From an optimization exercise on the open Yosys and OpenROAD flow, aimed at small area and a short achievable clock period; shortcuts taken in it are not production practice.
Function was checked by simulation only, so behaviour that the tests miss may differ from the original.
Power figures rest on the tool's default switching activity, not on a simulated workload.

v55:
Design ycbcr_rgb_color_convert, start of the top module:
module ycbcr_rgb_color_convert
(
	input  logic                  clk,
	input  logic                  arst_n,
	input  logic                  start,
	output logic                  busy,
	input  logic [COMP_W-1:0]     comp0,
	input  logic [COMP_W-1:0]     comp1,
	input  logic [COMP_W-1:0]     comp2,
	input  logic                  frame_end,
	output logic                  done,
	output logic [COMP_W-1:0]     out0,
	output logic [COMP_W-1:0]     out1,
	output logic [COMP_W-1:0]     out2,
	output logic                  last_pixel,
	input  logic                  cfg_wr_en,
	input  logic [CFG_IDX_W-1:0]  cfg_index,
	input  logic [CFG_DATA_W-1:0] cfg_data
);
Size in the first run: ~1300 cells after synthesis, ~170 flip-flops, roughly 0.013 sq mm of cells after synthesis.
==> flow/config.mk <==
export PLATFORM = sky130hd
export DESIGN_NAME = ycbcr_rgb_color_convert
export DESIGN_NICKNAME = ycbcr_rgb_color_convert
export VERILOG_FILES = /design/flow/design.v
export SDC_FILE = /design/flow/constraint.sdc
export NUM_CORES = 4
export LEC_CHECK = 0
export CAP_MARGIN = 20
export CORE_MARGIN = 2
export CORE_UTILIZATION = 30
export CTS_BUF_LIST = sky130_fd_sc_hd__clkbuf_8
export SETUP_SLACK_MARGIN = 3.6
export SLEW_MARGIN = 20
export SYNTH_HIERARCHICAL = 1
==> flow/constraint.sdc <==
create_clock -name core_clock -period 6.5 [get_ports {clk}]
set_input_delay 1.3000 -clock core_clock [delete_from_list [all_inputs] [get_ports {clk}]]
set_output_delay 1.3000 -clock core_clock [all_outputs]
set_load 0.01 [all_outputs]
standard.sh (not shown) runs the stock make flow with config.mk's settings and CLKGATE_MAP_FILE= SYNTH_SCRIPT=/design/flow/synth_recipe.tcl, a recipe that flattens the netlist after the stock synthesis.
==> flow/flow/run.sh <==
#!/bin/bash
# Layout flow: the standard ORFS flow (standard.sh, unchanged synthesis), with plain buffers
# (buf_1) instead of the default delay-cell buffers on the input and output ports. Each tool's
# full output is kept: ORFS's per-step logs under orfs/logs/, and make's own output in
# flow_make.log in this folder.
set -euo pipefail
bash standard.sh "BUFFER_PORTS_ARGS=-buffer_cell sky130_fd_sc_hd__buf_1" finish > flow_make.log 2>&1
test -s out/final.def
### v55 -> v6
Settings: changing CORE_UTILIZATION from 30 to 40; changing SETUP_SLACK_MARGIN from 3.6 to 3.7.
Results
v6 | stages: all done | timing, DRC, antenna: all pass
In v6, finished layout cell area is lower than in v55.
In the reports for v55 and v6, the smaller HPWL reported at the end of detailed placement belongs to v6.
Comparing v55 and v6, the lower inverter count of the layout excluding clock inverters was measured on v55.
v55 → v6: area of the die down about 25%; largest driver fanout on the critical path up 2.
Looking at multi-input combinational area share, v6 sits 0.61 points higher than v55 does.
| required time at the endpoint of the critical path | v55 vs v6 | ≈ equal |
Comparing v55 and v6, core occupancy in the finished layout is lower on v55.
Modified inputs, v58 compared to v6
Settings: swapping 3.7 for 3.5 in SETUP_SLACK_MARGIN.
Via count of the first global-routing pass, v58 and v6: lower on v58
For global-route usage, v6 and v58 come out practically identical.
v58 -> v6: max-slew violation total from the final report delta 0, exact match
diff inputs: v58 => v34
Settings: SETUP_SLACK_MARGIN: 3.5 -> 3.6; CORE_UTILIZATION: 40 -> 50.
Findings:
Density: v34 denser than v58. In v34 relative to v58, non-clock inverter instance count of the final layout had gone down slightly. Summary of v34 over v58: half-perimeter wire length after placement decreased 2.5%; final wirelength decreased 2.7%; number of well-tap cells placed decreased 107; share of the final layout cell area in sequential cells increased 0.36 points; maximum frequency increased 1.2%. Worst setup path startpoint: u_ch0.u_dsel0.q$_DFF_P_ -> v58, x1_1[1]$_DFF_P_ -> v34. The final reports for v34 and v58 show number of placement rows lower in the former. Looking at via count across both flows, v34 is the stronger of the two, with v58 trailing.
Here is what was changed in the inputs of v14 compared with v34.
Settings: CORE_UTILIZATION now 40, was 50.
-- flow/flow/run.sh --
<<< v34, line 7
bash standard.sh "BUFFER_PORTS_ARGS=-buffer_cell sky130_fd_sc_hd__buf_1" finish > flow_make.log 2>&1
>>> v14, line 7
bash standard.sh "BUFFER_PORTS_ARGS=-buffer_cell sky130_fd_sc_hd__buf_1" RECOVER_POWER=100 finish > flow_make.log 2>&1
- u_ch2.c_q$_DFF_P_ as the destination of the critical timing path was reported by v14, and u_ch0.r0_q[7]$_DFF_P_ by v34.
- Diff v34 and v14: wire length on met3 higher in v34
- Final worst-path cycle share ended up 17 points higher on v14 than on v34.
- The violation count after the first detailed-route iteration in v14 is 0.920 times that in v34.
- v34: PASS, flow complete, no timing, DRC or antenna violations
- Although v14 finished all stages, its layout failed final checks on capacitance limit, slew limit.
- Relative slew slack is lower on v14


== run A ==
Starting RTL as in the previous note.
==> flow/design.v (excerpt) <==
module ycbcr_rgb_color_convert
(
	input  logic                  clk,
	input  logic                  arst_n,
	input  logic                  start,
	output logic                  busy,
	input  logic [COMP_W-1:0]     comp0,
	input  logic [COMP_W-1:0]     comp1,
	input  logic [COMP_W-1:0]     comp2,
	input  logic                  frame_end,
	output logic                  done,
	output logic [COMP_W-1:0]     out0,
	output logic [COMP_W-1:0]     out1,
	output logic [COMP_W-1:0]     out2,
	output logic                  last_pixel,
	input  logic                  cfg_wr_en,
	input  logic [CFG_IDX_W-1:0]  cfg_index,
	input  logic [CFG_DATA_W-1:0] cfg_data
);
	logic       dir_q, swap_q;
	logic [8:0] ofs_q;
	logic [9:0] ysum;
	logic [8:0] dr, db;
	logic       v1, l1, s1, d1;
	logic       v2, l2, s2, d2;
	logic [9:0] x0_1;
	logic [7:0] y1;
	logic [8:0] x1_1, x2_1;
	logic [7:0] o0, o1, o2;
	assign busy = 1'b0;
	always_ff @(posedge clk or negedge arst_n) begin
		if (!arst_n) begin
			dir_q  <= 1'b0;
			ofs_q  <= '0;
			swap_q <= 1'b0;
		end else if (cfg_wr_en) begin
			case (cfg_index)
				2'd0: dir_q  <= cfg_data[0];
				2'd1: ofs_q  <= cfg_data;
				2'd2: swap_q <= cfg_data[0];
				default: ;
			endcase
		end
	end
	assign ysum = {2'b00, comp0} + {ofs_q[8], ofs_q};
	assign dr = {1'b0, comp0} - {1'b0, comp1};
	assign db = {1'b0, comp2} - {1'b0, comp1};
	always_ff @(posedge clk or negedge arst_n) begin
		if (!arst_n) begin
			v1   <= 1'b0;
			v2   <= 1'b0;
			done <= 1'b0;
		end else begin
			v1   <= start;
			v2   <= v1;
			done <= v2;
		end
	end
	always_ff @(posedge clk) begin
		l1   <= frame_end;
		s1   <= swap_q;
		d1   <= dir_q;
		x0_1 <= dir_q ? {2'b00, comp1} : ysum;
  ...
clock: 6.5 ns
lec_check: 0
cap_margin: 20
core_margin: 2
core_utilization: 40
cts_buf_list: sky130_fd_sc_hd__clkbuf_8
setup_slack_margin: 3.6
slew_margin: 20
synth_hierarchical: 1
==> flow/flow/run.sh <==
#!/bin/bash
# Layout flow: the standard ORFS flow (standard.sh, unchanged synthesis), with plain buffers
# (buf_1) instead of the default delay-cell buffers on the input and output ports. Each tool's
# full output is kept: ORFS's per-step logs under orfs/logs/, and make's own output in
# flow_make.log in this folder.
set -euo pipefail
bash standard.sh "BUFFER_PORTS_ARGS=-buffer_cell sky130_fd_sc_hd__buf_1" finish > flow_make.log 2>&1
test -s out/final.def
Run A finished every step from synthesis to the final layout, and the layout passed the timing, DRC and antenna checks.
Edits applied to the flow inputs when going from run A to run B:
- CTS_BUF_LIST no longer set, was sky130_fd_sc_hd__clkbuf_8
## What came out
- Run B vs run A: global-route wire length before repair up
- Relative to run A, net total in the final layout has gone up in run B.
- Power density relative to cell area: run B > run A
- Run B vs run A — worst setup slack rose 14 ps.
- Run B gives less fraction of area in multi-input gates than run A did.
diff inputs: run B => run C
- a change of CORE_UTILIZATION from 40 to 55
Findings:
- Run C completed end to end with timing, DRC and antenna clean.
- Worst path required time: run C vs run B down 20 ps
- When run C is set beside run B, its largest net degree at the start of global routing turns out to be 1 larger.
- Net count of the finished layout on run C is down relative to run B.
- Relative to run B, vias per cell increased by about 7% in run C.
- Run B leaves more setup margin than run C.
- Routed wire length per instance in run C vs run B: up about 5%
- [run C vs run B] number of global-route vias before repair: lower in run C
What run D does differently from run C at the input level:
- an added TNS_END_PERCENT of 5
- a change of CORE_UTILIZATION from 55 to 40
- an added CTS_BUF_LIST of sky130_fd_sc_hd__clkbuf_8
==> comparison <==
Looking at count of cells resized by post-cts repair, run D sits about 2.4% higher than run C does. Total power: run D below run C. Taking run C as the reference point, the final cell count without fillers of run D rises by about 6%. Summary: wire length of the first global-routing pass, run D worse than run C.


ycbcr_rgb_color_convert, a different RTL version from the one above (not shown whole).
Size in the first run: about 1,200 cells after synthesis, ~170 flip-flops, roughly 67 I/O pins, roughly 0.013 mm^2 of cells after synthesis.
make LEC_CHECK=0 CAP_MARGIN=20 CORE_MARGIN=2 CORE_UTILIZATION=40 SETUP_SLACK_MARGIN=3.8 SLEW_MARGIN=20 SYNTH_HIERARCHICAL=1 finish   # period 6.5 ns
run.sh (not shown) runs the stock make flow with config.mk's settings and CLKGATE_MAP_FILE= SYNTH_SCRIPT=/design/flow/synth_recipe.tcl, a recipe that flattens the netlist after the stock synthesis.
Stock flow here: none of the scripts above is used.
The first run completed without violations.
Next try:
- SETUP_SLACK_MARGIN: 3.8 -> 3.5
Effect: Global-route usage fell by 0.31 points; sequential share of layout area rose by 1.4 points; critical path depth rose by 2.

## re-timing with driven ports
In the flow no input, the clock included, has a driving cell. The finished layouts below were timed again as built, in two steps.
Step 1 (the two cells are an assumption about what drives the block):
set clk [get_ports {clk}]
set_driving_cell -lib_cell sky130_fd_sc_hd__clkbuf_16 $clk
set_driving_cell -lib_cell sky130_fd_sc_hd__buf_2 [delete_from_list [all_inputs] $clk]
Step 2 also shifts input and output timing later by t, the mid clock arrival at the registers, as if the neighbouring blocks saw the same clock.
Slacks: ideal ports / drivers / drivers and shift; pairs: ideal ports / drivers.
| run | t, ns | slack for setup (ns) | pins driven straight from the clock port |
|---|---|---|---|
| v55 | 0.549 | 3.620 / 3.620 / 3.231 | 1 |
| v6 | 0.546 | 3.667 / 3.667 / 3.253 | 1 |
| v58 | 0.520 | 3.581 / 3.581 / 3.248 | 1 |
| v34 | 0.504 | 3.615 / 3.615 / 3.226 | 1 |
| v14 | 0.528 | 2.496 / 2.496 / 2.496 | 1 |
| run A | 0.530 | 3.656 / 3.656 / 3.228 | 1 |
| run B | 0.493 | 3.669 / 3.677 / 3.205 | 1 |
| run C | 0.477 | 3.627 / 3.627 / 3.231 | 1 |
| run D | 0.530 | 3.540 / 3.540 / 3.178 | 1 |
| the first run of note 3 | 0.491 | 3.687 / 3.687 / 3.309 | 1 |
| the second run of note 3 | 0.484 | 3.528 / 3.551 / 3.072 | 1 |
For run B, which loses most, drivers alone change the setup slack by +0.008 ns; drivers and shift together by -0.464 ns.
